This design comes from an exercise in tuning for small area, a short achievable clock period and few clock cycles per item on the open sky130 flow, not from production work.
No run shown here included a check of the RTL's function; only the layout flow was run.
Power and IR drop assume default switching activity.

<file path="flow/config.mk">
export PLATFORM = sky130hd
export DESIGN_NAME = aes_dec_top
export DESIGN_NICKNAME = aes_dec_top
export VERILOG_FILES = /design/flow/design.v
export SDC_FILE = /design/flow/constraint.sdc
export NUM_CORES = 8
export LEC_CHECK = 0
export ABC_CLOCK_PERIOD_IN_PS = 3000
export CAP_MARGIN = 20
export CORE_MARGIN = 2
export CORE_UTILIZATION = 40
export SETUP_SLACK_MARGIN = 5
export SLEW_MARGIN = 20
</file>
<file path="flow/constraint.sdc">
create_clock -name core_clock -period 10.0 [get_ports {clk}]
set_input_delay 2.0000 -clock core_clock [delete_from_list [all_inputs] [get_ports {clk}]]
set_output_delay 2.0000 -clock core_clock [all_outputs]
set_load 0.01 [all_outputs]
</file>
<file path="flow/design.v">
`default_nettype none
module aes_tmi_byte
(
    input  wire [7:0] i,
    output wire [7:0] o
);
    wire t1 = i[4] ^ i[5];
    wire t2 = i[1] ^ i[2];
    wire t3 = i[7] ^ t2;
    wire t4 = i[3] ^ t1;
    assign o[0] = i[1];
    assign o[1] = i[1] ^ t1;
    assign o[2] = i[2] ^ t1;
    wire t5 = i[0] ^ i[4];
    assign o[3] = t2 ^ t5;
    assign o[4] = t4;
    assign o[5] = t3 ^ t4;
    wire t6 = i[0] ^ t1;
    assign o[6] = t3 ^ t6;
    assign o[7] = i[6] ^ t3;
endmodule
module aes_mt_byte
(
    input  wire [7:0] i,
    output wire [7:0] o
);
    wire t1 = i[4] ^ i[5];
    wire t2 = i[0] ^ i[1];
    wire t3 = i[6] ^ t1;
    wire t4 = i[2] ^ i[3];
    wire t5 = t3 ^ t4;
    assign o[0] = t2 ^ t3;
    assign o[1] = i[0];
    assign o[2] = i[2] ^ t2;
    assign o[3] = i[4] ^ t2;
    assign o[4] = i[0] ^ t5;
    assign o[5] = i[1] ^ t5;
    assign o[6] = i[7] ^ t1;
    wire t6 = i[1] ^ i[2];
    assign o[7] = t1 ^ t6;
endmodule
module aes_g_byte
(
    input  wire [7:0] i,
    output wire [7:0] o
);
    wire t1 = i[1] ^ i[5];
    wire t2 = i[2] ^ i[3];
    wire t3 = i[6] ^ t1;
    wire t4 = i[5] ^ i[7];
    wire t5 = i[3] ^ t3;
    wire t6 = i[0] ^ i[6];
    assign o[0] = t2 ^ t6;
    assign o[1] = i[4] ^ t4;
    assign o[2] = i[7] ^ t5;
    assign o[3] = t5;
    wire t7 = i[7] ^ t1;
    assign o[4] = t2 ^ t7;
    assign o[5] = i[4] ^ t3;
    assign o[6] = t2;
    assign o[7] = t4;
endmodule
module aes_tinv_byte
(
    input  wire [7:0] i,
    output wire [7:0] o
);
    wire t1 = i[1] ^ i[3];
    wire t2 = i[2] ^ i[6];
    wire t3 = i[3] ^ t2;
    wire t4 = i[0] ^ t1;
    assign o[0] = t2 ^ t4;
    wire t5 = i[4] ^ i[6];
    assign o[1] = i[7] ^ t5;
    assign o[2] = i[6] ^ t1;
    assign o[3] = t1;
    wire t6 = i[1] ^ i[5];
    assign o[4] = i[7] ^ t6;
    assign o[5] = t3;
    wire t7 = i[2] ^ i[4];
    assign o[6] = t1 ^ t7;
    assign o[7] = i[7] ^ t3;
endmodule
module aes_lin_col
(
    input  wire [31:0] i,
    output wire [31:0] o
);
    wire t1 = i[0] ^ i[28];
    wire t2 = i[16] ^ i[21];
    wire t3 = i[4] ^ i[8];
    wire t4 = i[20] ^ i[24];
    wire t5 = i[13] ^ i[29];
    wire t6 = i[5] ^ i[12];
    wire t7 = i[1] ^ i[26];
    wire t8 = i[2] ^ i[9];
    wire t9 = i[10] ^ i[17];
    wire t10 = i[18] ^ i[25];
    wire t11 = i[6] ^ i[31];
    wire t12 = i[15] ^ i[22];
    wire t13 = i[11] ^ i[14];
    wire t14 = i[23] ^ i[30];
    wire t15 = i[3] ^ i[19];
    wire t16 = i[7] ^ i[27];
    wire t17 = t2 ^ t6;
    wire t18 = t4 ^ t5;
    wire t19 = i[29] ^ i[31];
    wire t20 = i[13] ^ i[15];
    wire t21 = t8 ^ t10;
    wire t22 = i[24] ^ t1;
    wire t23 = t7 ^ t9;
    wire t24 = i[0] ^ t3;
    wire t25 = i[5] ^ t14;
    wire t26 = t15 ^ t21;
    wire t27 = i[3] ^ i[16];
    wire t28 = i[12] ^ i[27];
    wire t29 = i[7] ^ i[8];
    wire t30 = i[14] ^ i[23];
    wire t31 = i[9] ^ t4;
    wire t32 = t3 ^ t5;
    wire t33 = i[11] ^ t2;
    wire t34 = i[2] ^ t12;
    wire t35 = i[18] ^ t11;
    wire t36 = t13 ^ t17;
    wire t37 = i[19] ^ i[22];
    wire t38 = i[4] ^ i[17];
    wire t39 = i[0] ^ i[26];
    wire t40 = i[1] ^ i[25];
    wire t41 = i[21] ^ i[27];
    wire t42 = i[13] ^ i[20];
    wire t43 = i[17] ^ i[19];
    wire t44 = i[21] ^ i[25];
    wire t45 = i[7] ^ i[17];
    wire t46 = i[16] ^ i[28];
    wire t47 = i[21] ^ i[28];
    wire t48 = t8 ^ t28;
    wire t49 = i[5] ^ t16;
    wire t50 = t1 ^ t10;
    wire t51 = t9 ^ t19;
    wire t52 = t6 ^ t29;
    wire t53 = t3 ^ t7;
    wire t54 = i[6] ^ t2;
    wire t55 = t13 ^ t37;
    wire t56 = i[8] ^ t14;
    wire t57 = i[20] ^ t1;
    wire t58 = i[7] ^ t8;
    wire t59 = t1 ^ t41;
    wire t60 = i[30] ^ t11;
    wire t61 = t18 ^ t25;
    wire t62 = i[12] ^ t31;
    wire t63 = i[10] ^ t25;
    wire t64 = t22 ^ t30;
    wire t65 = i[24] ^ t35;
    wire t66 = i[22] ^ t24;
    wire t67 = t33 ^ t63;
    wire t68 = t16 ^ t36;
    wire t69 = i[20] ^ t19;
    wire t70 = t40 ^ t6;
    wire t71 = t69 ^ t70;
    assign o[0] = t66 ^ t71;
    wire t72 = i[25] ^ t12;
    wire t73 = t43 ^ t53;
    wire t74 = t57 ^ t72;
    assign o[1] = t73 ^ t74;
    wire t75 = i[23] ^ i[4];
    wire t76 = t19 ^ t39;
    wire t77 = t75 ^ t76;
    assign o[2] = t77 ^ t68;
    wire t78 = i[14] ^ t16;
    wire t79 = t43 ^ t5;
    wire t80 = t78 ^ t79;
    assign o[3] = t65 ^ t80;
    wire t81 = i[15] ^ i[1];
    wire t82 = t30 ^ t81;
    wire t83 = t18 ^ t24;
    wire t84 = t54 ^ t58;
    wire t85 = t82 ^ t83;
    assign o[4] = t84 ^ t85;
    wire t86 = i[26] ^ t22;
    wire t87 = t55 ^ t58;
    assign o[5] = t86 ^ t87;
    wire t88 = t4 ^ t47;
    wire t89 = t51 ^ t88;
    assign o[6] = t26 ^ t89;
    wire t90 = i[30] ^ i[3];
    wire t91 = i[6] ^ t90;
    wire t92 = t23 ^ t32;
    wire t93 = t91 ^ t92;
    assign o[7] = t68 ^ t93;
    wire t94 = i[1] ^ i[30];
    wire t95 = i[9] ^ t42;
    wire t96 = t46 ^ t94;
    wire t97 = t52 ^ t95;
    assign o[8] = t96 ^ t97;
    wire t98 = t14 ^ t3;
    wire t99 = t40 ^ t46;
    wire t100 = t48 ^ t98;
    assign o[9] = t99 ^ t100;
    wire t101 = i[31] ^ t15;
    wire t102 = t101 ^ t18;
    wire t103 = t34 ^ t52;
    assign o[10] = t102 ^ t103;
    wire t104 = i[14] ^ i[3];
    wire t105 = t104 ^ t12;
    wire t106 = t39 ^ t44;
    wire t107 = t105 ^ t106;
    assign o[11] = t49 ^ t107;
    wire t108 = i[8] ^ i[9];
    wire t109 = t108 ^ t12;
    wire t110 = t109 ^ t17;
    wire t111 = t51 ^ t110;
    assign o[12] = t64 ^ t111;
    wire t112 = i[19] ^ i[27];
    wire t113 = i[30] ^ t112;
    wire t114 = t9 ^ t113;
    wire t115 = t24 ^ t34;
    assign o[13] = t114 ^ t115;
    wire t116 = i[11] ^ i[29];
    wire t117 = i[4] ^ t116;
    wire t118 = t117 ^ t23;
    wire t119 = t49 ^ t50;
    assign o[14] = t118 ^ t119;
    wire t120 = i[6] ^ t12;
    wire t121 = t120 ^ t18;
    wire t122 = t121 ^ t26;
    assign o[15] = t36 ^ t122;
    wire t123 = i[28] ^ t20;
    wire t124 = t38 ^ t123;
    wire t125 = t31 ^ t54;
    assign o[16] = t124 ^ t125;
    wire t126 = i[1] ^ i[4];
    wire t127 = t11 ^ t126;
    wire t128 = t27 ^ t9;
    wire t129 = t127 ^ t128;
    assign o[17] = t129 ^ t62;
    wire t130 = t16 ^ t20;
    wire t131 = t130 ^ t57;
    assign o[18] = t131 ^ t67;
    wire t132 = i[11] ^ i[1];
    wire t133 = i[3] ^ t132;
    wire t134 = t5 ^ t133;
    wire t135 = t34 ^ t56;
    assign o[19] = t134 ^ t135;
    wire t136 = i[16] ^ i[31];
    wire t137 = t10 ^ t136;
    wire t138 = t45 ^ t137;
    wire t139 = t138 ^ t61;
    assign o[20] = t66 ^ t139;
    wire t140 = i[10] ^ i[6];
    wire t141 = t10 ^ t140;
    wire t142 = t27 ^ t28;
    wire t143 = t141 ^ t142;
    assign o[21] = t56 ^ t143;
    wire t144 = t20 ^ t6;
    wire t145 = t144 ^ t53;
    assign o[22] = t145 ^ t26;
    wire t146 = t23 ^ t55;
    wire t147 = t59 ^ t146;
    assign o[23] = t61 ^ t147;
    wire t148 = i[12] ^ i[29];
    wire t149 = t148 ^ t38;
    wire t150 = t44 ^ t149;
    assign o[24] = t150 ^ t64;
    wire t151 = t13 ^ t45;
    wire t152 = t151 ^ t50;
    assign o[25] = t152 ^ t62;
    wire t153 = i[15] ^ i[23];
    wire t154 = t15 ^ t153;
    wire t155 = t47 ^ t154;
    wire t156 = t32 ^ t155;
    assign o[26] = t65 ^ t156;
    wire t157 = i[19] ^ i[9];
    wire t158 = t11 ^ t157;
    assign o[27] = t158 ^ t67;
    wire t159 = i[25] ^ t20;
    wire t160 = t29 ^ t7;
    wire t161 = t159 ^ t160;
    wire t162 = t17 ^ t22;
    wire t163 = t60 ^ t161;
    assign o[28] = t162 ^ t163;
    wire t164 = t13 ^ t27;
    wire t165 = t4 ^ t7;
    wire t166 = t164 ^ t165;
    assign o[29] = t35 ^ t166;
    wire t167 = i[23] ^ t42;
    wire t168 = t167 ^ t23;
    wire t169 = t33 ^ t48;
    assign o[30] = t168 ^ t169;
    wire t170 = i[22] ^ i[5];
    wire t171 = t170 ^ t32;
    wire t172 = t59 ^ t60;
    wire t173 = t171 ^ t172;
    assign o[31] = t26 ^ t173;
endmodule
module aes_s1_byte
(
    input  wire [7:0]  z,
    output wire [11:0] a
);
    wire [3:0] ah = z[7:4];
    wire [3:0] al = z[3:0];
    wire [3:0] d;
    reg  [3:0] di;
    assign d[0] = z[0] ^ z[2] ^ z[6] ^ (ah[0] & al[0]) ^ (ah[1] & al[3]) ^ (ah[2] & al[2]) ^ (ah[3] & al[1]);
    assign d[1] = z[2] ^ z[5] ^ z[6] ^ z[7] ^ (ah[0] & al[1]) ^ (ah[1] & al[0]) ^ (ah[1] & al[3]) ^ (ah[2] & al[2]) ^ (ah[2] & al[3]) ^ (ah[3] & al[1]) ^ (ah[3] & al[2]);
    assign d[2] = z[1] ^ z[3] ^ z[5] ^ (ah[0] & al[2]) ^ (ah[1] & al[1]) ^ (ah[2] & al[0]) ^ (ah[2] & al[3]) ^ (ah[3] & al[2]) ^ (ah[3] & al[3]);
    assign d[3] = z[3] ^ z[4] ^ z[6] ^ z[7] ^ (ah[0] & al[3]) ^ (ah[1] & al[2]) ^ (ah[2] & al[1]) ^ (ah[3] & al[0]) ^ (ah[3] & al[3]);
    always @*
    begin
        case (d)
            4'd0: di = 4'd0;
            4'd1: di = 4'd1;
            4'd2: di = 4'd9;
            4'd3: di = 4'd14;
            4'd4: di = 4'd13;
            4'd5: di = 4'd11;
            4'd6: di = 4'd7;
            4'd7: di = 4'd6;
            4'd8: di = 4'd15;
            4'd9: di = 4'd2;
            4'd10: di = 4'd12;
            4'd11: di = 4'd5;
            4'd12: di = 4'd10;
            4'd13: di = 4'd4;
            4'd14: di = 4'd3;
            4'd15: di = 4'd8;
            default: di = 4'd0;
        endcase
    end
    assign a = {z, di};
endmodule
module aes_s2_byte
(
    input  wire [11:0] a,
    output wire [3:0]  oh,
    output wire [3:0]  p
);
    wire [3:0] ah = a[11:8];
    wire [3:0] al = a[7:4];
    wire [3:0] di = a[3:0];
    assign oh[0] = (ah[0] & di[0]) ^ (ah[1] & di[3]) ^ (ah[2] & di[2]) ^ (ah[3] & di[1]);
    assign p[0] = (al[0] & di[0]) ^ (al[1] & di[3]) ^ (al[2] & di[2]) ^ (al[3] & di[1]);
    assign oh[1] = (ah[0] & di[1]) ^ (ah[1] & di[0]) ^ (ah[1] & di[3]) ^ (ah[2] & di[2]) ^ (ah[2] & di[3]) ^ (ah[3] & di[1]) ^ (ah[3] & di[2]);
    assign p[1] = (al[0] & di[1]) ^ (al[1] & di[0]) ^ (al[1] & di[3]) ^ (al[2] & di[2]) ^ (al[2] & di[3]) ^ (al[3] & di[1]) ^ (al[3] & di[2]);
    assign oh[2] = (ah[0] & di[2]) ^ (ah[1] & di[1]) ^ (ah[2] & di[0]) ^ (ah[2] & di[3]) ^ (ah[3] & di[2]) ^ (ah[3] & di[3]);
    assign p[2] = (al[0] & di[2]) ^ (al[1] & di[1]) ^ (al[2] & di[0]) ^ (al[2] & di[3]) ^ (al[3] & di[2]) ^ (al[3] & di[3]);
    assign oh[3] = (ah[0] & di[3]) ^ (ah[1] & di[2]) ^ (ah[2] & di[1]) ^ (ah[3] & di[0]) ^ (ah[3] & di[3]);
    assign p[3] = (al[0] & di[3]) ^ (al[1] & di[2]) ^ (al[2] & di[1]) ^ (al[3] & di[0]) ^ (al[3] & di[3]);
endmodule
module aes_inv_s1
(
    input  wire [127:0] x,
    output wire [191:0] a
);
    aes_s1_byte u_0_0 (.z(x[127:120]), .a(a[11:0]));
    aes_s1_byte u_0_1 (.z(x[119:112]), .a(a[23:12]));
    aes_s1_byte u_0_2 (.z(x[111:104]), .a(a[35:24]));
    aes_s1_byte u_0_3 (.z(x[103:96]), .a(a[47:36]));
    aes_s1_byte u_1_0 (.z(x[95:88]), .a(a[59:48]));
    aes_s1_byte u_1_1 (.z(x[87:80]), .a(a[71:60]));
    aes_s1_byte u_1_2 (.z(x[79:72]), .a(a[83:72]));
    aes_s1_byte u_1_3 (.z(x[71:64]), .a(a[95:84]));
    aes_s1_byte u_2_0 (.z(x[63:56]), .a(a[107:96]));
    aes_s1_byte u_2_1 (.z(x[55:48]), .a(a[119:108]));
    aes_s1_byte u_2_2 (.z(x[47:40]), .a(a[131:120]));
    aes_s1_byte u_2_3 (.z(x[39:32]), .a(a[143:132]));
    aes_s1_byte u_3_0 (.z(x[31:24]), .a(a[155:144]));
    aes_s1_byte u_3_1 (.z(x[23:16]), .a(a[167:156]));
    aes_s1_byte u_3_2 (.z(x[15:8]), .a(a[179:168]));
    aes_s1_byte u_3_3 (.z(x[7:0]), .a(a[191:180]));
endmodule
module aes_inv_s2
(
    input  wire [191:0] a,
    input  wire [127:0] kg,
    input  wire         last,
    output wire [127:0] y
);
    wire [127:0] oh_p;    
    wire [127:0] sk;      
    wire [127:0] inv;     
    wire [127:0] v;
    wire [127:0] zn;
    aes_s2_byte s_0_0 (.a(a[11:0]), .oh(oh_p[127:124]), .p(oh_p[123:120]));
    assign inv[127:120] = {sk[127:124], sk[127:124] ^ sk[123:120]};
    aes_s2_byte s_0_1 (.a(a[23:12]), .oh(oh_p[119:116]), .p(oh_p[115:112]));
    assign inv[119:112] = {sk[119:116], sk[119:116] ^ sk[115:112]};
    aes_s2_byte s_0_2 (.a(a[35:24]), .oh(oh_p[111:108]), .p(oh_p[107:104]));
    assign inv[111:104] = {sk[111:108], sk[111:108] ^ sk[107:104]};
    aes_s2_byte s_0_3 (.a(a[47:36]), .oh(oh_p[103:100]), .p(oh_p[99:96]));
    assign inv[103:96] = {sk[103:100], sk[103:100] ^ sk[99:96]};
    aes_s2_byte s_1_0 (.a(a[59:48]), .oh(oh_p[95:92]), .p(oh_p[91:88]));
    assign inv[95:88] = {sk[95:92], sk[95:92] ^ sk[91:88]};
    aes_s2_byte s_1_1 (.a(a[71:60]), .oh(oh_p[87:84]), .p(oh_p[83:80]));
    assign inv[87:80] = {sk[87:84], sk[87:84] ^ sk[83:80]};
    aes_s2_byte s_1_2 (.a(a[83:72]), .oh(oh_p[79:76]), .p(oh_p[75:72]));
    assign inv[79:72] = {sk[79:76], sk[79:76] ^ sk[75:72]};
    aes_s2_byte s_1_3 (.a(a[95:84]), .oh(oh_p[71:68]), .p(oh_p[67:64]));
    assign inv[71:64] = {sk[71:68], sk[71:68] ^ sk[67:64]};
    aes_s2_byte s_2_0 (.a(a[107:96]), .oh(oh_p[63:60]), .p(oh_p[59:56]));
    assign inv[63:56] = {sk[63:60], sk[63:60] ^ sk[59:56]};
    aes_s2_byte s_2_1 (.a(a[119:108]), .oh(oh_p[55:52]), .p(oh_p[51:48]));
    assign inv[55:48] = {sk[55:52], sk[55:52] ^ sk[51:48]};
    aes_s2_byte s_2_2 (.a(a[131:120]), .oh(oh_p[47:44]), .p(oh_p[43:40]));
    assign inv[47:40] = {sk[47:44], sk[47:44] ^ sk[43:40]};
    aes_s2_byte s_2_3 (.a(a[143:132]), .oh(oh_p[39:36]), .p(oh_p[35:32]));
    assign inv[39:32] = {sk[39:36], sk[39:36] ^ sk[35:32]};
    aes_s2_byte s_3_0 (.a(a[155:144]), .oh(oh_p[31:28]), .p(oh_p[27:24]));
    assign inv[31:24] = {sk[31:28], sk[31:28] ^ sk[27:24]};
    aes_s2_byte s_3_1 (.a(a[167:156]), .oh(oh_p[23:20]), .p(oh_p[19:16]));
    assign inv[23:16] = {sk[23:20], sk[23:20] ^ sk[19:16]};
    aes_s2_byte s_3_2 (.a(a[179:168]), .oh(oh_p[15:12]), .p(oh_p[11:8]));
    assign inv[15:8] = {sk[15:12], sk[15:12] ^ sk[11:8]};
    aes_s2_byte s_3_3 (.a(a[191:180]), .oh(oh_p[7:4]), .p(oh_p[3:0]));
    assign inv[7:0] = {sk[7:4], sk[7:4] ^ sk[3:0]};
    assign sk = oh_p ^ kg;
    aes_lin_col l_0 (.i({sk[103:96], sk[111:104], sk[119:112], sk[127:120]}), .o({v[103:96], v[111:104], v[119:112], v[127:120]}));
    aes_lin_col l_1 (.i({sk[71:64], sk[79:72], sk[87:80], sk[95:88]}), .o({v[71:64], v[79:72], v[87:80], v[95:88]}));
    aes_lin_col l_2 (.i({sk[39:32], sk[47:40], sk[55:48], sk[63:56]}), .o({v[39:32], v[47:40], v[55:48], v[63:56]}));
    aes_lin_col l_3 (.i({sk[7:0], sk[15:8], sk[23:16], sk[31:24]}), .o({v[7:0], v[15:8], v[23:16], v[31:24]}));
    assign zn[127:120] = v[127:120];
    assign zn[119:112] = v[23:16];
    assign zn[111:104] = v[47:40];
    assign zn[103:96] = v[71:64];
    assign zn[95:88] = v[95:88];
    assign zn[87:80] = v[119:112];
    assign zn[79:72] = v[15:8];
    assign zn[71:64] = v[39:32];
    assign zn[63:56] = v[63:56];
    assign zn[55:48] = v[87:80];
    assign zn[47:40] = v[111:104];
    assign zn[39:32] = v[7:0];
    assign zn[31:24] = v[31:24];
    assign zn[23:16] = v[55:48];
    assign zn[15:8] = v[79:72];
    assign zn[7:0] = v[103:96];
    assign y = last ? inv : zn;
endmodule
module aes_z0
(
    input  wire [127:0] ct,
    input  wire [127:0] k10,
    output wire [127:0] z
);
    assign z[127:120] = ct[127:120] ^ k10[127:120];
    assign z[119:112] = ct[23:16] ^ k10[23:16];
    assign z[111:104] = ct[47:40] ^ k10[47:40];
    assign z[103:96] = ct[71:64] ^ k10[71:64];
    assign z[95:88] = ct[95:88] ^ k10[95:88];
    assign z[87:80] = ct[119:112] ^ k10[119:112];
    assign z[79:72] = ct[15:8] ^ k10[15:8];
    assign z[71:64] = ct[39:32] ^ k10[39:32];
    assign z[63:56] = ct[63:56] ^ k10[63:56];
    assign z[55:48] = ct[87:80] ^ k10[87:80];
    assign z[47:40] = ct[111:104] ^ k10[111:104];
    assign z[39:32] = ct[7:0] ^ k10[7:0];
    assign z[31:24] = ct[31:24] ^ k10[31:24];
    assign z[23:16] = ct[55:48] ^ k10[55:48];
    assign z[15:8] = ct[79:72] ^ k10[79:72];
    assign z[7:0] = ct[103:96] ^ k10[103:96];
endmodule
module aes_tmi_word
(
    input  wire [31:0] i,
    output wire [31:0] o
);
    aes_tmi_byte b0 (.i(i[31:24]), .o(o[31:24]));
    aes_tmi_byte b1 (.i(i[23:16]), .o(o[23:16]));
    aes_tmi_byte b2 (.i(i[15:8]), .o(o[15:8]));
    aes_tmi_byte b3 (.i(i[7:0]), .o(o[7:0]));
endmodule
module aes_mt_word
(
    input  wire [31:0] i,
    output wire [31:0] o
);
    aes_mt_byte b0 (.i(i[31:24]), .o(o[31:24]));
    aes_mt_byte b1 (.i(i[23:16]), .o(o[23:16]));
    aes_mt_byte b2 (.i(i[15:8]), .o(o[15:8]));
    aes_mt_byte b3 (.i(i[7:0]), .o(o[7:0]));
endmodule
module aes_g_word
(
    input  wire [31:0] i,
    output wire [31:0] o
);
    aes_g_byte b0 (.i(i[31:24]), .o(o[31:24]));
    aes_g_byte b1 (.i(i[23:16]), .o(o[23:16]));
    aes_g_byte b2 (.i(i[15:8]), .o(o[15:8]));
    aes_g_byte b3 (.i(i[7:0]), .o(o[7:0]));
endmodule
module aes_tinv_word
(
    input  wire [31:0] i,
    output wire [31:0] o
);
    aes_tinv_byte b0 (.i(i[31:24]), .o(o[31:24]));
    aes_tinv_byte b1 (.i(i[23:16]), .o(o[23:16]));
    aes_tinv_byte b2 (.i(i[15:8]), .o(o[15:8]));
    aes_tinv_byte b3 (.i(i[7:0]), .o(o[7:0]));
endmodule
module aes_kc_word
(
    output wire [31:0] o
);
    assign o = 32'haeaeaeae;
endmodule
module aes_c63_word
(
    output wire [31:0] o
);
    assign o = {4{8'h55}};
endmodule
`default_nettype wire
`default_nettype none
module aes_round_key_store
(
    input  logic         clk,
    input  logic         key_we,
    input  logic [5:0]   key_addr,
    input  logic [31:0]  key_wdata,
    input  logic [31:0]  wdata_z,      
    input  logic [3:0]   round_sel,
    output logic [127:0] round_key,    
    output logic [127:0] last_key      
);
    logic [31:0] mem [44];
    logic [31:0] wdata_g;
    logic [31:0] c63;
    logic [31:0] kc;
    aes_g_word i_g (
        .i (key_wdata),
        .o (wdata_g)
    );
    aes_kc_word i_kc (
        .o (kc)
    );
    aes_c63_word i_c63 (
        .o (c63)
    );
    always_ff @(posedge clk)
    begin
        if (key_we)
        begin
            mem[key_addr] <= (key_addr >= 6'd40) ? (wdata_z ^ c63) : (key_addr >= 6'd4) ? (wdata_g ^ kc) : wdata_g;
        end
    end
    assign last_key = {mem[40], mem[41], mem[42], mem[43]};
    always_comb
    begin
        case (round_sel)
            4'd0:    round_key = {mem[0],  mem[1],  mem[2],  mem[3]};
            4'd1:    round_key = {mem[4],  mem[5],  mem[6],  mem[7]};
            4'd2:    round_key = {mem[8],  mem[9],  mem[10], mem[11]};
            4'd3:    round_key = {mem[12], mem[13], mem[14], mem[15]};
            4'd4:    round_key = {mem[16], mem[17], mem[18], mem[19]};
            4'd5:    round_key = {mem[20], mem[21], mem[22], mem[23]};
            4'd6:    round_key = {mem[24], mem[25], mem[26], mem[27]};
            4'd7:    round_key = {mem[28], mem[29], mem[30], mem[31]};
            4'd8:    round_key = {mem[32], mem[33], mem[34], mem[35]};
            default: round_key = {mem[36], mem[37], mem[38], mem[39]};
        endcase
    end
endmodule
`default_nettype wire
`default_nettype none
module aes_dec_regs
(
    input  logic         clk,
    input  logic         reset,
    input  logic [11:0]  paddr,
    input  logic         psel,
    input  logic         penable,
    input  logic         pwrite,
    input  logic [31:0]  pwdata,
    output logic [31:0]  prdata,
    output logic         pready,
    output logic         pslverr,
    input  logic         fin,         
    input  logic [127:0] plaintext,   
    output logic         key_we,
    output logic [5:0]   key_addr,
    output logic [31:0]  key_wdata,
    output logic         start,
    output logic [31:0]  wdata_z,     
    output logic [127:0] ciphertext   
);
    logic        busy;
    logic        done;
    logic        busy_n;
    logic        done_n;
    logic        key_hit;
    logic        din_hit;
    logic        ctrl_hit;
    logic        stat_hit;
    logic        dout_hit;
    logic        err_n;
    logic [31:0] rd_n;
    logic [31:0] prdata_q;
    logic        err_q;
    logic        wr_q;       
    logic        key_q;
    logic        din_q;
    logic        ctrl_q;
    logic [5:0]  widx_q;
    logic        we;
    logic [31:0] ct_word;
    logic [31:0] pt_word;
    logic [31:0] ct_std;
    logic [31:0] pt_std;
    assign busy_n = busy && !fin;
    assign done_n = done || fin;
    assign key_hit  = (paddr < 12'h0b0);
    assign din_hit  = (paddr[11:4] == 8'h10);
    assign ctrl_hit = (paddr[11:2] == 10'h044);
    assign stat_hit = (paddr[11:2] == 10'h045);
    assign dout_hit = (paddr[11:4] == 8'h12);
    assign err_n = !(key_hit || din_hit || ctrl_hit || stat_hit || dout_hit)
                   || (pwrite && busy_n && (key_hit || din_hit || ctrl_hit))
                   || (pwrite && (stat_hit || dout_hit));
    assign ct_word = ciphertext[127 - 32 * paddr[3:2] -: 32];
    assign pt_word = plaintext[127 - 32 * paddr[3:2] -: 32];
    aes_mt_word i_ct_back (
        .i (ct_word),
        .o (ct_std)
    );
    aes_tinv_word i_pt_back (
        .i (pt_word),
        .o (pt_std)
    );
    aes_tmi_word i_wdata_z (
        .i (pwdata),
        .o (wdata_z)
    );
    always_comb
    begin
        rd_n = '0;  
        if (stat_hit)
        begin
            rd_n = {30'd0, done_n, busy_n};
        end
        else if (din_hit)
        begin
            rd_n = ct_std;
        end
        else if (dout_hit)
        begin
            rd_n = pt_std;
        end
    end
    always_ff @(posedge clk)
    begin
        prdata_q <= rd_n;
        err_q    <= err_n;
        wr_q     <= pwrite && !err_n;
        key_q    <= key_hit;
        din_q    <= din_hit;
        ctrl_q   <= ctrl_hit;
        widx_q   <= paddr[7:2];
    end
    assign prdata  = prdata_q;
    assign pslverr = err_q;
    assign pready  = 1'b1;  
    assign we        = psel && penable && wr_q;
    assign key_we    = we && key_q;
    assign key_addr  = widx_q;
    assign key_wdata = pwdata;
    assign start     = we && ctrl_q && pwdata[0];
    always_ff @(posedge clk)
    begin
        if (we && din_q)
        begin
            ciphertext[127 - 32 * widx_q[1:0] -: 32] <= wdata_z;
        end
    end
    always_ff @(posedge clk)
    begin
        if (reset)
        begin
            busy <= 1'b0;
            done <= 1'b0;
        end
        else if (start)
        begin
            busy <= 1'b1;
            done <= 1'b0;
        end
        else if (fin)
        begin
            busy <= 1'b0;
            done <= 1'b1;
        end
    end
endmodule
`default_nettype wire
`default_nettype none
module aes_dec_engine
(
    input  logic         clk,
    input  logic         reset,
    input  logic         start,
    input  logic [127:0] ciphertext,
    input  logic [127:0] last_key,
    input  logic [127:0] round_key,
    output logic [3:0]   round_sel,
    output logic         fin,
    output logic [127:0] plaintext
);
    logic         run;
    logic         ph;        
    logic [3:0]   rnd;       
    logic         fin_q;
    logic         last;
    logic [127:0] state_q;
    logic [191:0] a_q;
    logic [127:0] z0;
    logic [127:0] s1_in;
    logic [191:0] s1_out;
    logic [127:0] s2_out;
    assign round_sel = rnd;
    assign last      = (rnd == 4'd0);
    assign fin       = fin_q;
    assign plaintext = state_q;
    aes_z0 i_z0 (
        .ct  (ciphertext),
        .k10 (last_key),
        .z   (z0)
    );
    assign s1_in = run ? state_q : z0;
    aes_inv_s1 i_s1 (
        .x (s1_in),
        .a (s1_out)
    );
    aes_inv_s2 i_s2 (
        .a    (a_q),
        .kg   (round_key),
        .last (last),
        .y    (s2_out)
    );
    always_ff @(posedge clk)
    begin
        a_q <= s1_out;
        if (start || (run && ph))
        begin
            state_q <= s2_out;
        end
    end
    always_ff @(posedge clk)
    begin
        if (reset)
        begin
            run   <= 1'b0;
            ph    <= 1'b0;
            rnd   <= 4'd9;
            fin_q <= 1'b0;
        end
        else
        begin
            fin_q <= run && ph && last;
            if (start)
            begin
                run <= 1'b1;
                ph  <= 1'b0;
                rnd <= 4'd8;
            end
            else if (run)
            begin
                ph <= !ph;
                if (ph)
                begin
                    if (last)
                    begin
                        run <= 1'b0;
                        rnd <= 4'd9;
                    end
                    else
                    begin
                        rnd <= rnd - 4'd1;
                    end
                end
            end
        end
    end
endmodule
`default_nettype wire
`default_nettype none
module aes_dec_top
(
    input  logic        clk,
    input  logic        reset,
    input  logic [11:0] paddr,
    input  logic        psel,
    input  logic        penable,
    input  logic        pwrite,
    input  logic [31:0] pwdata,
    output logic [31:0] prdata,
    output logic        pready,
    output logic        pslverr
);
    logic         key_we;
    logic [5:0]   key_addr;
    logic [31:0]  key_wdata;
    logic         start;
    logic         fin;
    logic [127:0] ciphertext;
    logic [127:0] plaintext;
    logic [127:0] round_key;
    logic [127:0] last_key;
    logic [31:0]  wdata_z;
    logic [3:0]   round_sel;
    aes_dec_regs i_aes_dec_regs (
        .clk        (clk),
        .reset      (reset),
        .paddr      (paddr),
        .psel       (psel),
        .penable    (penable),
        .pwrite     (pwrite),
        .pwdata     (pwdata),
        .prdata     (prdata),
        .pready     (pready),
        .pslverr    (pslverr),
        .fin        (fin),
        .plaintext  (plaintext),
        .key_we     (key_we),
        .key_addr   (key_addr),
        .key_wdata  (key_wdata),
        .start      (start),
        .wdata_z    (wdata_z),
        .ciphertext (ciphertext)
    );
    aes_round_key_store i_aes_round_key_store (
        .clk       (clk),
        .key_we    (key_we),
        .key_addr  (key_addr),
        .key_wdata (key_wdata),
        .wdata_z   (wdata_z),
        .round_sel (round_sel),
        .round_key (round_key),
        .last_key  (last_key)
    );
    aes_dec_engine i_aes_dec_engine (
        .clk        (clk),
        .reset      (reset),
        .start      (start),
        .ciphertext (ciphertext),
        .last_key   (last_key),
        .round_key  (round_key),
        .round_sel  (round_sel),
        .fin        (fin),
        .plaintext  (plaintext)
    );
endmodule
`default_nettype wire
</file>
<file path="flow/run.sh">
#!/bin/bash
# synth_recipe.tcl (not shown) runs the flow's synth.tcl, then flattens the netlist and writes it again
# the make line also repeats each setting of config.mk as NAME=value (left out here)
make -C /OpenROAD-flow-scripts/flow DESIGN_CONFIG=/design/flow/config.mk WORK_HOME=/design/flow/orfs CLKGATE_MAP_FILE= SYNTH_SCRIPT=/design/flow/synth_recipe.tcl finish
</file>
==> flow_summary.json, run 1 <==
{
  "yosys.area.top_type_share": 0.494,
  "synth_edf_count": 1664,
  "gp_congestion": 0.983,
  "yosysWarnings": 4,
  "path_max_fanout": 76,
  "maxCapViolCount": 0,
  "design_area_um2": 115000,
  "synth_top_area_cell": "edfxtp_1",
  "gr-total-overflow": 0,
  "drtIter0Drc": 9703,
  "rows": 184,
  "post_drt_via_cell_ratio": 5.91,
  "worstSetupEndpointType": "flop",
  "ant_nets": 0,
  "gr-usage-all-layers": 0.288,
  "finalClockSkew_ns": 0.0830,
  "hold_viol": 0,
  "cts_buffers": 196,
  "synth-simple-area-share": 0.0652,
  "max_clock_freq_mhz": 195,
  "cts_root_buf": "clkbuf_16",
  "crit_required_ns": 10.53,
  "final_common_cell": "edfxtp_1",
  "syn_inst": 8180,
  "finalSetupViolCount": 0,
  "drive_above_1_share": 0.137,
  "multi_input_area_um2": 45000,
  "fin_nets": 8485,
  "ys.flop_type": "edfxtp_1",
  "synth_top_family_by_area": "XOR/XNOR gates",
  "area_delta_synth_final_pct": 14.1,
  "clock_latency_ns": 0.91,
  "synth_area_leaders": "edfxtp_1 (49%), xnor2_1 (11%), dfxtp_1 (4.8%)",
  "async_flop_share": 0,
  "mostFrequentLayoutCells": "edfxtp_1 (1664), xnor2_1 (1215), nand2_1 (669), xor2_1 (466), nor2_1 (392)",
  "critPathArrivalTime_ns": 5.65,
  "fillers": 22400,
  "die_area_um2": 257000,
  "cts_max_path_buffers": 3,
  "wl_mm": 381,
  "hp-class": "reg -> reg",
  "dpl-instance-area_um2": 107000,
  "dr_total_vias": 70100,
  "clk_pin_slew_ns": 0.06,
  "die_h_um": 507,
  "power_density_nw_per_um2": 153,
  "die_x_um": 507,
  "firstDrtPassIters": 8,
  "drc_errors": 0,
  "synth_cell_types": 102,
  "io_buffers": 79,
  "rsz0062_at_grt": "false",
  "slew-limit-headroom": 0.171,
  "setup.worst_path.class": "reg -> reg",
  "worst_pin_slew_ns": 1.24,
  "cts_sinks": 1908,
  "wire_per_inst_um": 32.1,
  "seqCellArea_um2": 54900,
  "synth_xor_area_frac": 0.185,
  "synth_seq_cells": 1908,
  "startpoint": "i_aes_dec_engine.rnd[2]",
  "grt_pass1_vias": 65300,
  "grt_first_pass_wirelength_mm": 521,
  "synth_adder_area_share": 0.0105,
  "fin_crit_sh": 0.512,
  "power_leakage_nw": 39.9,
  "cts_tree": "built",
  "syn_area_um2": 101000,
  "cp-start-kind": "flop",
  "syn_area_per_cell_um2": 12.4,
  "ir_drop_uv": 171,
  "antenna_found_initial": 29,
  "ios": 83,
  "fin_tns_setup_ns": 0,
  "synthMuxAreaShare": 0.0638,
  "grt_max_degree": 77,
  "fin_crit_ns": 5.12,
  "cts_max_level": 4,
  "crit-reg2reg-launch": "i_aes_dec_engine.rnd[2]",
  "synth_nets": 8314,
  "initial_core_util": 0.402,
  "dp_hpwl_mm": 252,
  "synth-compound-area-share": 0.101,
  "slew_violations": 0,
  "yosysSeqAreaShare": 0.542,
  "status": "timing/DRC/antenna clean",
  "core-area_um2": 251000,
  "min_from": "i_aes_dec_engine.ph"
}
worst paths after layout:
| path | endpoint | slack (ns) | depth (start not counted) |
|---|---|---|---|
| worst max-delay path | i_aes_dec_engine.state_q[125] | 4.88 | 11 |
| worst min-delay path | i_aes_dec_engine.ph | 0.56 | 2 |
| worst min register to register | i_aes_dec_engine.ph | 0.56 | 2 |
| worst max register to register | i_aes_dec_engine.state_q[125] | 4.88 | 11 |
worst max-delay path, cell delays in order, from the launching register on:
cell	delay (ns)
dfxtp_4	0.38
buf_12	0.21
nor3_4	0.35
buf_4	0.52
mux2i_1	0.15
o211ai_1	0.96
xnor2_1	0.35
xor2_1	0.49
xor2_1	0.27
xnor2_1	0.16
xnor2_1	0.08
o21ai_0	0.62
Yosys cell counts (all sizes together) (19+ instances only):
cell and count:
xnor2 1323, and2 19, nor2b 31, o32a 21, ha 85, nand2 672, o22ai 260, mux2 95
buf 195, a22oi 183, a221oi 38, a31oi 39, mux4 89, edfxtp 1664, clkbuf 223, xnor3 76
nand2b 111, o32ai 34, a211oi 44, mux2i 337, nor2 443, nor3 24, inv 293, or2 22
o221ai 33, o21a 56, xor2 494, a21oi 329, o21ai 340, nand3 43, dfxtp 244, o211ai 24
power by group:
part / switching [mW] / internal (mW) / leakage (nW)
combinational: 0.886 / 0.226 / 19.7
sequential: 0.00519 / 8.93 / 17.0
clock: 3.34 / 4.27 / 3.22
per-layer routing:
| layer | wire length (um) | track usage |
|---|---|---|
| met1 | 150000 | 0.391 |
| met2 | 167000 | 0.434 |
| met3 | 42700 | 0.0701 |
| met4 | 20500 | 0.136 |
| met5 | 257 | 0 |
metrics by stage:
stage	hold slack (ns)	util	power (mW)	instances	worst slack, ns
floorplan	0.441	-	9.58	8180	5.11
global placement	0.526	0.425	10.2	11400	3.73
detailed placement	0.534	0.425	10.2	11400	3.73
CTS	0.554	0.457	17.7	11800	4.92
global route	0.616	0.459	18.0	11900	4.99
finish	0.561	0.459	17.7	11900	4.88
cells by family (layout without fill, tap and decap cells):
family	count (synthesis)	in the layout
other	1	9
AND/OR/NAND/NOR	1477	1479
multiplexers	521	521
buffers and inverters	713	1044
flip-flops	1908	1908
XOR/XNOR	1909	1909
adder cells (fa/ha/maj)	85	85
AO/OA/AOI/OAI	1566	1566
repair_timing:
item | 4_1_cts | 5_1_grt
hold buffers | 0 | 0
gates cloned | 5 | 2
pin swaps | 20 | 8
endpoints found under the setup margin | 128 | 60
resized for setup | 163 | 20
setup buffers | 42 | 25
flip-flops by register name, summed over array words and instances, names as in the netlist, 4 cells and up:
name                       cells
i_aes_dec_engine.a_q         192
i_aes_dec_engine.state_q     128
i_aes_dec_regs.ciphertext    128
i_aes_dec_engine.rnd           4
i_aes_round_key_store.mem   1408
i_aes_dec_regs.widx_q          6
i_aes_dec_regs.prdata_q       32
final cells by class:
cell class                 instances  area share
clock buffer                     235      0.0442
tap                             3348      0.0363
clock inverter                   125      0.0131
sequential                      1908       0.476
timing repair buffer             389      0.0309
antenna                            8    0.000173
inverter                         295     0.00962
multi-input combinational       5561       0.390
==> run 2, diff against run 1 <==
==> flow/flow/run.sh (new file) <==
#!/bin/bash
# The standard layout (the standard.sh, standard synthesis included), with timing repair
# aiming well below the 10 ns clock: repair_timing works until the setup slack reaches the margin.
set -euo pipefail
export SETUP_SLACK_MARGIN=6.6
bash standard.sh > standard.log 2>&1
==> flow/standard.sh (new file) <==
#!/bin/bash
# synth_recipe.tcl (not shown) runs the flow's synth.tcl, then flattens the netlist and writes it again
# the make line also repeats each setting of config.mk as NAME=value (left out here)
make -C /OpenROAD-flow-scripts/flow DESIGN_CONFIG=/design/flow/config.mk WORK_HOME=/design/flow/orfs CLKGATE_MAP_FILE= SYNTH_SCRIPT=/design/flow/synth_recipe.tcl "${@:-finish}"
--- a/flow/config.mk
+++ b/flow/config.mk
@@ -9,5 +9,4 @@
 export CAP_MARGIN = 20
 export CORE_MARGIN = 2
 export CORE_UTILIZATION = 40
-export SETUP_SLACK_MARGIN = 5
 export SLEW_MARGIN = 20
removed: flow/run.sh
==> run 2 against run 1 <==
Critical path depth grew 2. Setup slack gained 0.70 ns. Synthesized cell count is the same. Sequential share of layout area shrank 8.3 points. Sequential cell count is the same. First-iteration DRC count grew 21%. Hold slack lost 0.052 ns. Core utilization grew 9.7 points. Critical endpoint is now i_aes_dec_engine.state_q[70]. Largest cell class is now multi-input gates. Largest power group unchanged. Highest routed layer unchanged.
==> flow_summary.json, run 2 <==
{
  "status": "timing/DRC/antenna clean",
  "finalClockSkew_ns": 0.0931,
  "ir_drop_uv": 189,
  "clk_pin_slew_ns": 0.06,
  "yosys.area.top_type_share": 0.494,
  "clock_latency_ns": 0.91,
  "power_density_nw_per_um2": 128,
  "worstSetupEndpointType": "flop",
  "fin_nets": 9498,
  "dp_hpwl_mm": 248,
  "rsz0062_at_grt": "true",
  "finalSetupViolCount": 0,
  "cts_root_buf": "clkbuf_16",
  "gr-total-overflow": 0,
  "dr_total_vias": 78000,
  "fin_crit_ns": 4.41,
  "yosysSeqAreaShare": 0.542,
  "syn_area_per_cell_um2": 12.4,
  "syn_inst": 8180,
  "cp-start-kind": "flop",
  "async_flop_share": 0,
  "synth_cell_types": 102,
  "fin_crit_sh": 0.441,
  "whs_ns": 0.509,
  "grt_first_pass_wirelength_mm": 580,
  "io_buffers": 79,
  "ios": 83,
  "cts_max_level": 4,
  "final_common_cell": "edfxtp_1",
  "worst_pin_slew_ns": 1.19,
  "largest_reg_flops": 1408,
  "wl_mm": 436,
  "yosysWarnings": 4,
  "maxCapViolCount": 0,
  "die_h_um": 507,
  "critPathArrivalTime_ns": 4.96,
  "cts_tree": "built",
  "hold_viol": 0,
  "die_area_um2": 257000,
  "power_leakage_nw": 50.8,
  "mostFrequentLayoutCells": "edfxtp_1 (1664), xnor2_1 (798), buf_4 (694), nand2_1 (659), nor2_1 (369)",
  "grt_pass1_vias": 72700,
  "ant_nets": 0,
  "synth_nets": 8314,
  "synth_edf_count": 1664,
  "synthTopCellsByCount": "edfxtp_1 (1664), xnor2_1 (1249), nand2_1 (672)",
  "cts_hold_buf": 0,
  "cts_sinks": 1908,
  "core-area_um2": 251000,
  "r2r_slack_ns": 5.59,
  "hp-class": "reg -> reg",
  "post_drt_via_cell_ratio": 6.05,
  "synth_area_leaders": "edfxtp_1 (49%), xnor2_1 (11%), dfxtp_1 (4.8%)",
  "antenna_found_initial": 27,
  "gp_congestion": 0.996,
  "cts_max_path_buffers": 3,
  "slew_violations": 0,
  "syn_area_um2": 101000,
  "reg_top3": "i_aes_round_key_store.mem: 1408 flops, i_aes_dec_engine.a_q: 192 flops",
  "die_x_um": 507,
  "wire_per_inst_um": 33.9,
  "fin_tns_setup_ns": 0,
  "gr-usage-all-layers": 0.322,
  "crit_required_ns": 10.54,
  "path_max_fanout": 7,
  "ys.flop_type": "edfxtp_1",
  "drc_errors": 0,
  "initial_core_util": 0.402,
  "drtIter0Drc": 11800,
  "firstDrtPassIters": 6,
  "drive_above_1_share": 0.338,
  "cts_buffers": 195,
  "synth_seq_cells": 1908,
  "rows": 184,
  "setup.worst_path.class": "reg -> reg",
  "synth_top_area_cell": "edfxtp_1",
  "slew-limit-headroom": 0.209,
  "regMostFlops": "i_aes_round_key_store.mem",
  "grt_max_degree": 74,
  "max_clock_freq_mhz": 227,
  "synth_most_common_cell": "edfxtp_1",
  "area_delta_synth_final_pct": 38.1
}
## run 2: area by class of cell
class                           instances  area (um2)
Tap cell                             3348        4190
Inverter                              295        1120
Timing Repair Buffer                 1399       17000
Fill cell                           19500      112000
Sequential cell                      1908       54900
Clock buffer                          238        5150
Clock inverter                        126        1410
Multi-Input combinational cell       5565       55900
Antenna cell                            9        22.5
## run 2: critical path: stages, from the launching register on
cell and delay (ns):
dfxtp_4 0.43, buf_12 0.16, buf_16 0.13, or4b_4 0.53
buf_12 0.18, o32a_1 0.16, o32a_1 0.46, xnor3_2 0.41
xnor3_2 0.36, xor3_2 0.34, xor2_4 0.18, xnor3_1 0.27
xnor2_2 0.24, mux2i_1 0.16
## run 2: what timing repair did
| item | CTS | global route |
|---|---|---|
| setup buffers | 740 | 293 |
| pin swaps | 576 | 416 |
| endpoints found under the setup margin | 2734 | 1798 |
| endpoints found under the hold margin | 0 | 0 |
| gates resized for setup | 1847 | 560 |
| gates cloned | 77 | 15 |
## run 2: logic make-up after synthesis
group / Yosys count / synth area share
compound gates: 1566 / 0.101
mux: 521 / 0.0638
simple gates: 1477 / 0.0652
other cells: 1 / 0.0000371
xor+xnor: 1909 / 0.185
fa+ha+maj: 85 / 0.0105
buf+inv: 713 / 0.0321
flops: 1908 / 0.542
## run 2: worst paths after layout
kind / from / end / cells past startpoint
worst max-delay path: i_aes_dec_engine.rnd[0] / i_aes_dec_engine.state_q[70] / 13
worst min-delay path: i_aes_dec_regs.done / i_aes_dec_regs.done / 2
worst max register to register: i_aes_dec_engine.rnd[0] / i_aes_dec_engine.state_q[70] / 13
worst min register to register: i_aes_dec_regs.done / i_aes_dec_regs.done / 2
## run 2: layer usage
metal / wire [um] / track usage / vias up
li1: - / - / 31900
met5: 38 / 0 / -
met3: 58000 / 0.100 / 1449
met2: 188000 / 0.478 / 5806
met4: 38200 / 0.222 / 6
met1: 152000 / 0.401 / 38900
## run 2: power breakdown
group	total [mW]	switching [mW]	internal [mW]
Combinational	1.30	0.936	0.367
Clock	7.58	3.38	4.20
Sequential	8.93	0.00491	8.93
## run 2: stage by stage
stage               total power, mW  cell area [um2]   util  setup WS, ns  std cells
CTS                            17.7           134000  0.531          5.76      12600
global placement               10.2           108000  0.429          4.00      11400
global route                   18.1           140000  0.556          5.59      12900
floorplan                      9.68           104000      -          5.99       8180
finish                         17.8           140000  0.556          5.59      12900
detailed placement             10.2           108000  0.429          3.93      11400

-- afterwards: timing with drivers on the ports --
Ports are ideal in the flow. The routed layouts listed here were re-timed in OpenROAD.
Step 1: set_driving_cell puts a clkbuf_16 on clk and a buf_2 on each other input, an assumption about the parent block.
Step 2 adds t to the input delays and takes it off the output delays; t is the mean of the earliest and latest rising clock arrival at the registers after step 1. Input paths then give back, and output paths get back, about the clock's delay inside the block.
a / b / c = ideal / step 1 / step 2; a / b = the first two.
run	shift t [ns]	setup WS [ns]	worst setup path at the end	worst register clock-pin slew, ns
run 1	0.957	4.883 / 4.883 / 4.195	input to register	0.08 / 0.08
run 2	0.952	5.587 / 5.587 / 5.397	input to register	0.07 / 0.07
After both steps every run listed still meets setup and hold. For run 1, which loses most, drivers alone change the setup slack by 0.000 ns; drivers and shift together by -0.688 ns.
